From an optimization exercise on the open Yosys and OpenROAD flow, aimed at small area and a short achievable clock period; shortcuts taken in it are not production practice. In this exercise RTL edits were held to simulation tests only and were not proved equivalent to the original. Power figures rest on the tool's default switching activity, not on a simulated workload.

File: design/flow/config.mk
export PLATFORM = sky130hd
export DESIGN_NAME = elastic_memory_responder
export DESIGN_NICKNAME = elastic_memory_responder
export VERILOG_FILES = /design/flow/design.v
export SDC_FILE = /design/flow/constraint.sdc
export NUM_CORES = 4
export LEC_CHECK = 0
export CAP_MARGIN = 20
export CORE_MARGIN = 2
export CORE_UTILIZATION = 65
export CTS_CLUSTER_DIAMETER = 80
export CTS_CLUSTER_SIZE = 20
export SETUP_SLACK_MARGIN = 2.8
export SLEW_MARGIN = 20
File: design/flow/constraint.sdc
create_clock -name core_clock -period 5.0 [get_ports {clk}]
set_input_delay 1.0000 -clock core_clock [delete_from_list [all_inputs] [get_ports {clk}]]
set_output_delay 1.0000 -clock core_clock [all_outputs]
set_load 0.01 [all_outputs]
File: design/flow/design.v
package elastic_memory_responder_pkg;
  localparam int DATA_WIDTH        = 16;
  localparam int ADDRESS_WIDTH     = 10;
  localparam int LOAD_CYCLE        = 3;
  localparam int DEFAULT_MEM_DEPTH = 256;
endpackage
module memory_array
#(
  parameter int DATA_WIDTH = elastic_memory_responder_pkg::DATA_WIDTH,
  parameter int ROWS       = 16,
  parameter int COLS       = 16,
  parameter int GROUP_ROWS = 4,
  parameter int GROUPS     = ROWS / GROUP_ROWS
) (
  input  logic                  clk,
  input  logic [ROWS-1:0]       i_row_wr,    
  input  logic [ROWS-1:0]       i_row_rd,    
  input  logic [COLS-1:0]       i_col,       
  input  logic [DATA_WIDTH-1:0] i_wdata,
  output logic [GROUPS-1:0][DATA_WIDTH-1:0] o_part
);
  logic [DATA_WIDTH-1:0] r_mem [ROWS*COLS];
  always_ff @(posedge clk) begin
    for (int r = 0; r < ROWS; r++) begin
      for (int c = 0; c < COLS; c++) begin
        if (i_row_wr[r] && i_col[c]) begin
          r_mem[r*COLS+c] <= i_wdata;
        end
      end
    end
  end
  logic [DATA_WIDTH-1:0] w_row_data [ROWS];
  always_comb begin
    for (int r = 0; r < ROWS; r++) begin
      w_row_data[r] = '0;
      for (int c = 0; c < COLS; c++) begin
        w_row_data[r] = w_row_data[r] | ({DATA_WIDTH{i_col[c]}} & r_mem[r*COLS+c]);
      end
    end
    for (int g = 0; g < GROUPS; g++) begin
      o_part[g] = '0;
      for (int rr = 0; rr < GROUP_ROWS; rr++) begin
        o_part[g] = o_part[g] | ({DATA_WIDTH{i_row_rd[g*GROUP_ROWS+rr]}} & w_row_data[g*GROUP_ROWS+rr]);
      end
    end
  end
endmodule
module elastic_memory_responder
#(
  parameter int DATA_WIDTH    = elastic_memory_responder_pkg::DATA_WIDTH,
  parameter int ADDRESS_WIDTH = elastic_memory_responder_pkg::ADDRESS_WIDTH,
  parameter int MEM_DEPTH     = elastic_memory_responder_pkg::DEFAULT_MEM_DEPTH,
  parameter int READ_CYCLE    = elastic_memory_responder_pkg::LOAD_CYCLE
) (
  input  logic                     clk,
  input  logic                     reset,
  input  logic                     start_exec,
  input  logic                     init_write,
  input  logic [ADDRESS_WIDTH-1:0] init_address,
  input  logic [DATA_WIDTH-1:0]    init_data,
  input  logic                     req_valid,
  output logic                     req_stop,
  input  logic                     req_write,
  input  logic [ADDRESS_WIDTH-1:0] req_address,
  input  logic [DATA_WIDTH-1:0]    req_write_data,
  output logic                     resp_valid,
  input  logic                     resp_stop,
  output logic [DATA_WIDTH-1:0]    resp_data
);
  localparam int COLS       = 16;
  localparam int ROWS       = MEM_DEPTH / COLS;
  localparam int GROUP_ROWS = 4;
  localparam int GROUPS     = ROWS / GROUP_ROWS;
  logic                    r_exec_en;
  logic                    r_req_stop;
  logic                    r_resp_valid;
  logic [READ_CYCLE-2:0]   r_rd_pipe;      
  logic [DATA_WIDTH-1:0]   r_rdata;
  logic [ROWS-1:0]         r_row_wr;
  logic [ROWS-1:0]         r_row_rd;
  logic [COLS-1:0]         r_col;
  logic [DATA_WIDTH-1:0]   r_wdata;
  logic [GROUPS-1:0][DATA_WIDTH-1:0] r_part;
  logic                    w_req_fire;
  logic                    w_rd_fire;
  logic                    w_exec_next;
  logic                    w_resp_hold;
  logic                    w_wr;
  logic [ADDRESS_WIDTH-1:0] w_addr;
  logic [ROWS-1:0]         w_row;
  logic [COLS-1:0]         w_col;
  logic [GROUPS-1:0][DATA_WIDTH-1:0] w_part;
  logic [DATA_WIDTH-1:0]   w_rdata;
  assign w_req_fire  = req_valid & ~r_req_stop;
  assign w_rd_fire   = w_req_fire & ~req_write;
  assign w_exec_next = ~reset & (r_exec_en | start_exec);
  assign w_resp_hold = r_resp_valid & resp_stop;
  always_ff @(posedge clk) begin
    if (reset) begin
      r_exec_en <= 1'b0;
    end else if (start_exec) begin
      r_exec_en <= 1'b1;
    end
  end
  always_ff @(posedge clk) begin
    if (reset) begin
      r_rd_pipe    <= '0;
      r_resp_valid <= 1'b0;
    end else begin
      r_rd_pipe    <= {r_rd_pipe[READ_CYCLE-3:0], w_rd_fire};
      r_resp_valid <= r_rd_pipe[READ_CYCLE-2] | w_resp_hold;
    end
  end
  always_ff @(posedge clk) begin
    r_req_stop <= ~w_exec_next | w_rd_fire | (|r_rd_pipe) | w_resp_hold;
  end
  assign w_addr = r_exec_en ? req_address : init_address;
  assign w_wr   = r_exec_en ? (req_valid & ~r_req_stop & req_write) : init_write;
  always_comb begin
    for (int r = 0; r < ROWS; r++) begin
      w_row[r] = ({1'b0, w_addr} >> 4) == (ADDRESS_WIDTH + 1)'(r);
    end
    for (int c = 0; c < COLS; c++) begin
      w_col[c] = w_addr[3:0] == 4'(c);
    end
  end
  always_ff @(posedge clk) begin
    r_row_wr <= w_row & {ROWS{w_wr}};
    r_row_rd <= w_row & {ROWS{w_rd_fire}};
    r_col    <= w_col;
    r_wdata  <= r_exec_en ? req_write_data : init_data;
  end
  memory_array #(
    .DATA_WIDTH (DATA_WIDTH),
    .ROWS       (ROWS),
    .COLS       (COLS),
    .GROUP_ROWS (GROUP_ROWS)
  ) u_memory_array (
    .clk      (clk),
    .i_row_wr (r_row_wr),
    .i_row_rd (r_row_rd),
    .i_col    (r_col),
    .i_wdata  (r_wdata),
    .o_part   (w_part)
  );
  always_ff @(posedge clk) begin
    r_part <= w_part;
  end
  always_comb begin
    w_rdata = '0;
    for (int g = 0; g < GROUPS; g++) begin
      w_rdata = w_rdata | r_part[g];
    end
  end
  always_ff @(posedge clk) begin
    r_rdata <= w_rdata | (r_rdata & {DATA_WIDTH{~r_rd_pipe[1]}});
  end
  assign req_stop   = r_req_stop;
  assign resp_valid = r_resp_valid;
  assign resp_data  = r_rdata;
endmodule
File: design/flow/run.sh
#!/bin/bash
# synth_recipe.tcl (not shown) runs the flow's synth.tcl, then flattens the netlist and writes it again
# the make line also repeats each setting of config.mk as NAME=value (left out here)
make -C /OpenROAD-flow-scripts/flow DESIGN_CONFIG=/design/flow/config.mk WORK_HOME=/design/flow/orfs CLKGATE_MAP_FILE= SYNTH_SCRIPT=/design/flow/synth_recipe.tcl finish
==> results.ini, run 1 <==
[global_routing]
grt.overflow.total = 0
grt_pass1_wl_um = 588800
antenna_found_initial = 31
grt_pass1_vias = 77820
grt_max_degree = 173
grt.total_usage = 0.3522

[cts]
root_buffer = clkbuf_16
tritoncts = done
numCtsBuffers = 230
clk_pin_slew_worst_paths_ns = 0.09
cts.sinks = 4245
clk_path_buf_depth = 3
clk_latency_ns = 0.91
cts_hold_buf = 0
htree_levels = 4

[timing]
min_period_ns = 2.524
hold_violations = 0
maxSlewHeadroom = 0.1520
finalSetupViolCount = 0
fmax_ghz = 0.3962
skew_ns = 0.03854
rsz0062_at_grt = true
drv_slew = 0
tns_ns = 0
worst_pin_slew_ns = 1.260
timing.final.crit_share = 0.5047

[synthesis]
syn_inst = 7898
syn_avg_cell_area_um2 = 19.28
ys_warn_count = 4
ys_async_sr_fraction = 0
yosysUniqueCellTypes = 33
seq_area_frac_synth = 0.8274
synth_nets = 7957
ys_dominant_reg_cell = edfxtp_1
synth_edf_count = 4096
netlist_area_um2 = 152300
ys_ff_latch = 4245

[setup_path]
r2r_slack_ns = 2.48
crit_chain = buf_12, a22o_1, a221oi_1, nand3_1, o21ai_2, nand3_1
slowest_stage = dfxtp_4
crit_top_cell = nand3_1
crit_type = reg2reg
startpoint_type = flip-flop
cp_max_fo = 79
critPathTopFamily = compound AO/OA/AOI/OAI gates
cp_data_required_time_ns = 5.74
crit_buf_inv = 1
worst_ep_arrival_time_ns = 3.26
slowest_delay_ns = 0.44
crit_path_end_kind = flip-flop

[flow_run]
cap_violations = 0

[detailed_routing]
vias = 83660
dr.pass1.iters = 5
finalWirelength_um = 433600
avgRoutedWirePerCell_um = 38.12
viasPerCell = 7.353
drcViolationCount = 0
first_iter_violations = 12860
antenna_left = 0

[cells_and_area]
nNetsFinal = 8115
finalInstanceArea_um2 = 170700
area_delta_synth_final_pct = 12.09
layout-drive-gt1-share = 0.1754

[placed_design]
gp_congestion = 0.8567
port_buffers = 76
placed_cell_area_um2 = 156500
place.detailed.hpwl_um = 221800

[worst_hold_path]
hp-class = reg2reg

[die]
core_um2 = 232800
num_io_pins = 77
die_height_um = 488.0
dieArea_um2 = 238100
rows = 177
fp.dieW_um = 488.0
start_util = 0.6542

[pwr]
powerDensity_nw_per_um2 = 369.5
peakVddDrop_mv = 0.3202
p_leak_uw = 0.05287

[status]
outcome = finished clean

## state kept, by name, indices dropped and copies added, names as in the netlist
name,flops
r_col,16
r_row_rd,16
r_req_stop,1
r_wdata,16
r_rd_pipe,2
r_part,64
u_memory_array.r_mem,4096
r_resp_valid,1
r_exec_en,1
r_rdata,16
r_row_wr,16
## cell families (layout without fill, tap and decap cells)
kind of cell,after synthesis,in the layout,synth area share
AO/OA/AOI/OAI,2275,2275,0.1252
buffers and inverters,551,882,0.01643
flip-flops,4245,4245,0.8274
multiplexers,16,16,0.001183
other,0,16,0
AND/OR/NAND/NOR,811,811,0.02989
## worst reg2reg max path, stage by stage, from the launching register on
cell	delay, ns
dfxtp_4	0.44
buf_12	0.20
a22o_1	0.70
a221oi_1	0.30
nand3_1	0.20
o21ai_2	0.30
nand3_1	0.22
## final timing paths
kind | start | endpoint | cells after the start
worst max-delay path | r_col[12] | r_part[45] | 6
worst min-delay path | r_rdata[0] | r_rdata[0] | 2
worst max register to register | r_col[12] | r_part[45] | 6
worst min register to register | r_rdata[0] | r_rdata[0] | 2
## cell type report
cell class | instances | area (um2)
sequential | 4245 | 126200
fill | 13480 | 62080
multi-input combinational | 3102 | 27000
timing repair buffer | 452 | 6922
clock buffer | 402 | 6507
tap | 3132 | 3919
inverter | 25 | 93.84
clock inverter | 3 | 48.80
antenna | 16 | 40.04
## cell usage after synthesis (4+ instances only)
cell / instances / area [um2]
o21ai_1: 66 / 330.3
clkbuf_1: 316 / 1186
o32ai_1: 4 / 35.03
buf_1: 35 / 131.4
a22o_1: 704 / 6166
nor2_1: 60 / 225.2
nand4_1: 192 / 1201
buf_6: 33 / 371.6
nor3_1: 4 / 20.02
nor4_1: 16 / 100.1
mux2_2: 16 / 180.2
inv_1: 25 / 93.84
a221oi_1: 611 / 5351
a22oi_1: 704 / 5285
buf_2: 139 / 695.7
nand2_1: 19 / 71.32
a221oi_2: 93 / 1396
o21ai_0: 80 / 400.4
dfxtp_1: 149 / 2983
nand3_1: 258 / 1291
and2_1: 256 / 1602
edfxtp_1: 4096 / 123000
## where the power goes
part           switching, uW  internal (uW)  leakage, uW  total, uW
sequential               309          39400       0.0380      39700
clock                  10800           8820      0.00311      19600
combinational           2590           1170       0.0117       3750
## cells in the final DEF (no fill, tap or decap), types with 12 or more instances in the layout
cell type | synthesis | final
edfxtp_1 | 4096 | 4096
a22o_1 | 704 | 700
a22oi_1 | 704 | 650
a221oi_2 | 93 | 349
a221oi_1 | 611 | 323
clkbuf_16 | 0 | 256
nand3_1 | 258 | 237
and2_2 | 0 | 210
nand4_1 | 192 | 192
clkbuf_1 | 316 | 167
buf_4 | 3 | 137
buf_12 | 0 | 100
dfxtp_1 | 149 | 95
nor2_1 | 60 | 60
clkdlybuf4s50_1 | 0 | 58
a22oi_2 | 0 | 54
o21ai_1 | 66 | 52
buf_16 | 0 | 50
buf_6 | 33 | 48
dfxtp_4 | 0 | 42
o21ai_2 | 0 | 41
o21ai_0 | 80 | 39
and2_1 | 256 | 34
a221oi_4 | 0 | 32
inv_1 | 25 | 25
nand3_2 | 0 | 21
buf_8 | 0 | 21
nand2_1 | 19 | 19
bufbuf_16 | 0 | 17
diode_2 | 0 | 16
mux2_2 | 16 | 16
o21ai_4 | 0 | 14
nor4_1 | 16 | 14
and2_4 | 0 | 12
dfxtp_2 | 0 | 12
## per-stage QoR
step / setup slack [ns] / instances / util / power (uW) / hold WS (ns)
after floorplan: 3.214 / 7898 / - / 41870 / 0.3990
after global placement: 1.657 / 10720 / 0.6722 / 43410 / 0.4383
after detailed placement: 2.015 / 10720 / 0.6722 / 43490 / 0.4468
after CTS: 2.547 / 11270 / 0.7218 / 62790 / 0.4645
after global routing: 2.559 / 11360 / 0.7331 / 64410 / 0.4927
final: 2.476 / 11380 / 0.7333 / 63070 / 0.4584
## per-layer routing
| layer | track usage | vias to the layer above | wire (um) |
|---|---|---|---|
| met5 | 0 | - | 118 |
| met3 | 0.06794 | 665 | 51430 |
| li1 | - | 33860 | - |
| met1 | 0.5217 | 43850 | 165100 |
| met2 | 0.5397 | 5270 | 201700 |
| met4 | 0.1088 | 18 | 15320 |
## timing repair
item / CTS / global route
resized for setup: 727 / 267
setup buffers: 122 / 61
gates cloned: 31 / 25
endpoints found under the setup margin: 3843 / 831
pin swaps: 131 / 194
==> run 2: changes to the inputs <==
--- a/design/flow/design.v
+++ b/design/flow/design.v
@@ -67,9 +67,9 @@
   input  logic                     resp_stop,
   output logic [DATA_WIDTH-1:0]    resp_data
 );
-  localparam int COLS       = 16;
+  localparam int COLS       = 32;
   localparam int ROWS       = MEM_DEPTH / COLS;
-  localparam int GROUP_ROWS = 4;
+  localparam int GROUP_ROWS = 2;
   localparam int GROUPS     = ROWS / GROUP_ROWS;
   logic                    r_exec_en;
   logic                    r_req_stop;
@@ -118,10 +118,10 @@
   assign w_wr   = r_exec_en ? (req_valid & ~r_req_stop & req_write) : init_write;
   always_comb begin
     for (int r = 0; r < ROWS; r++) begin
-      w_row[r] = ({1'b0, w_addr} >> 4) == (ADDRESS_WIDTH + 1)'(r);
+      w_row[r] = ({1'b0, w_addr} >> 5) == (ADDRESS_WIDTH + 1)'(r);
     end
     for (int c = 0; c < COLS; c++) begin
-      w_col[c] = w_addr[3:0] == 4'(c);
+      w_col[c] = w_addr[5-1:0] == 5'(c);
     end
   end
   always_ff @(posedge clk) begin
--- a/design/flow/config.mk
+++ b/design/flow/config.mk
@@ -7,8 +7,8 @@
 export LEC_CHECK = 0
 export CAP_MARGIN = 20
 export CORE_MARGIN = 2
-export CORE_UTILIZATION = 65
-export CTS_CLUSTER_DIAMETER = 80
-export CTS_CLUSTER_SIZE = 20
+export CORE_UTILIZATION = 70
+export CTS_CLUSTER_DIAMETER = 100
+export CTS_CLUSTER_SIZE = 25
 export SETUP_SLACK_MARGIN = 2.8
 export SLEW_MARGIN = 20
==> results.ini, run 2 <==
[flow_run]
cap_violations = 0

[cts]
clk_latency_ns = 0.88
root_buffer = clkbuf_16
clk_path_buf_depth = 3
numCtsBuffers = 187
tritoncts = done
htree_levels = 4
clk_pin_slew_worst_paths_ns = 0.11
cts.sinks = 4245

[global_routing]
grt_pass1_vias = 78850
antenna_found_initial = 23
grt_max_degree = 169
grt_pass1_wl_um = 611800
grt.overflow.total = 0
grt.total_usage = 0.3989

[cells_and_area]
final_common_cell = edfxtp_1
area_delta_synth_final_pct = 10.38
nNetsFinal = 8156
final_cell_mix = 4,096 x edfxtp_1, 1,730 x a22oi_1, 384 x nand4_1
reg.largest.list = u_memory_array.r_mem: 4096 flops, r_part: 64 flops, r_col: 32 flops
top_register = u_memory_array.r_mem
layout-drive-gt1-share = 0.1420
largest_reg_flops = 4096
final_cells = 11080
finalInstanceArea_um2 = 167600
fillers = 11290

[timing]
drv_slew = 0
timing.final.crit_share = 0.4878
min_period_ns = 2.439
tns_ns = 0
maxSlewHeadroom = 0.1158
skew_ns = 0.03284
fmax_ghz = 0.4100
finalSetupViolCount = 0
rsz0062_at_grt = true
worst_pin_slew_ns = 1.325
hold_violations = 0

[synthesis]
synth_edf_count = 4096
synthTopCellsByArea = edfxtp_1 81%, a22oi_1 8.8%, dfxtp_1 2.0%
synth_top_area_frac = 0.8101
ys_ff_latch = 4245
syn_avg_cell_area_um2 = 19.09
syn_inst = 7952
synth_most_common_cell = edfxtp_1
seq_area_frac_synth = 0.8297
ys_warn_count = 4
netlist_area_um2 = 151800
yosysUniqueCellTypes = 34
ys_top_cells_by_count = 4,096 x edfxtp_1, 1,780 x a22oi_1, 384 x nand4_1
ys_dominant_reg_cell = edfxtp_1
synth_nets = 8011
ys_async_sr_fraction = 0
synth_area_leader_cell = edfxtp_1

[pwr]
p_leak_uw = 0.05168
p_switching_uw = 12810
total_power_uw = 60130
comb_power_share = 0.048
powerDensity_nw_per_um2 = 358.8
clock_power_share = 0.291
peakVddDrop_mv = 0.4381
p_sw_frac = 0.2130
internal-power_uw = 47320
seqPwrFrac = 0.660

[die]
start_util = 0.7061
die_height_um = 469.7
dieArea_um2 = 220600
num_io_pins = 77
fp.dieW_um = 469.7
core_um2 = 215000
rows = 170

[setup_path]
startpoint_type = flip-flop
cp_max_fo = 8
crit_path_end_kind = flip-flop
r2r_start = r_col[7]
reg2reg_depth = 8
critPathTopFamily = compound AO/OA/AOI/OAI gates
slowest_delay_ns = 0.45
worst_ep_arrival_time_ns = 3.15
r2r_slack_ns = 2.56
cp_data_required_time_ns = 5.71
crit_buf_inv = 3
crit_type = reg2reg
slowest_stage = o41ai_4
crit_chain = buf_12, buf_16, buf_6, a22o_1, a221oi_1, nand3_2, o41ai_4, nand2_2
reg2reg_to = r_part[20]

[worst_hold_path]
worst_hold_path.endpoint = r_rdata[15]
hp-class = reg2reg
whs_path_depth = 2
worstHoldStart = r_rdata[15]

[placed_design]
port_buffers = 76
placed_cell_area_um2 = 155400
dp_cells = 10490
gp_congestion = 0.8470
place.detailed.hpwl_um = 233300

[detailed_routing]
dr.pass1.iters = 8
drcViolationCount = 0
antenna_left = 0
vias = 85980
finalWirelength_um = 461300
viasPerCell = 7.757
first_iter_violations = 16100
avgRoutedWirePerCell_um = 41.62

[status]
outcome = finished clean

-- run 2: cell type report --
cell class / count / area (um2) / area share
well taps: 2838 / 3551 / 0.02119
clock buffers: 311 / 5230 / 0.03121
diodes: 24 / 60.06 / 0.0003584
clock inverters: 2 / 16.27 / 0.00009706
multi-input cells: 3160 / 25350 / 0.1513
flip-flops and latches: 4245 / 126200 / 0.7530
inverters: 22 / 82.58 / 0.0004927
repair buffers: 481 / 7098 / 0.04235
-- run 2: worst max path at each step --
stage,start,end,slack (ns),cells past startpoint
2_1_floorplan,req_write,r_row_rd[7],3.14,4
3_3_place_gp,r_col[15],r_part[46],1.53,5
3_5_place_dp,r_col[20],r_part[27],1.67,6
4_1_cts,r_col[7],r_part[25],2.57,8
5_1_grt,r_col[7],r_part[7],2.53,11
6_report,r_col[7],r_part[20],2.56,8
-- run 2: cells by family (layout without fill, tap and decap cells) --
kind of cell / count (synthesis) / count (layout) / share of synthesized area
AO/OA/AOI/OAI: 2207 / 2207 / 0.1151
multiplexers: 20 / 20 / 0.001467
other: 0 / 24 / 0
buffers and inverters: 547 / 816 / 0.01858
flip-flops: 4245 / 4245 / 0.8297
AND/OR/NAND/NOR: 933 / 933 / 0.03511
-- run 2: what timing repair did --
action / CTS / global route
hold buffers: 0 / 0
endpoints found under the setup margin: 3409 / 677
resized for setup: 501 / 176
pin swaps: 139 / 138
buffers inserted: 144 / 67
gates cloned: 22 / 25
-- run 2: tightest hold or removal path: stages (launching register included) --
cell,delay (ns)
dfxtp_2,0.33
inv_1,0.04
o21ai_0,0.05
-- run 2: power by group through the flow --
stage / Combinational, uW / Clock (uW) / Sequential (uW)
after floorplan: 761 / 0 / 40700
after global placement: 2190 / 0 / 40500
after detailed placement: 2260 / 0 / 40600
after CTS: 2670 / 17400 / 39700
after global routing: 2960 / 18600 / 39700
final: 2910 / 17500 / 39700
-- run 2: per-layer routing --
layer | wire (um) | global-route usage
met1 | 155700 | 0.5665
met2 | 212600 | 0.6036
met3 | 63890 | 0.07866
met4 | 28960 | 0.2021
met5 | 58 | 0
-- run 2: metrics by stage --
step / hold WS, ns / worst slack (ns) / util
after global placement: 0.4203 / 1.530 / 0.7220
after global routing: 0.4757 / 2.526 / 0.7791
after floorplan: 0.3990 / 3.145 / -
after CTS: 0.4622 / 2.565 / 0.7693
after detailed placement: 0.4377 / 1.665 / 0.7225
final: 0.4620 / 2.561 / 0.7793

[static timing again, ports no longer ideal]
In the flow no input, the clock included, has a driving cell. The finished layouts below were timed again as built, in two steps. Step 1, drivers: a clkbuf_16 drives clk and a buf_2 each remaining input, both assumed. Step 2 moves the port delays by t, midway between the first and last clock arrival at a register: inputs arrive t later, outputs are due t later. That takes back most of the time a late clock gives input paths. Slacks: no drivers / after step 1 / after step 2; pairs: no drivers / after step 1.
| run | shift t [ns] | setup slack, ns | slew at the worst register clock pin (ns) | worst slew at a driven data input, ns |
|---|---|---|---|---|
| run 1 | 0.986 | 2.476 / 2.476 / 2.195 | 0.09 / 0.09 | 0.22 |
| run 2 | 0.954 | 2.561 / 2.518 / 2.071 | 0.11 / 0.11 | 0.06 |
After both steps every run listed still meets setup and hold. For run 2, which loses most, drivers alone change the setup slack by -0.043 ns; drivers and shift together by -0.490 ns.
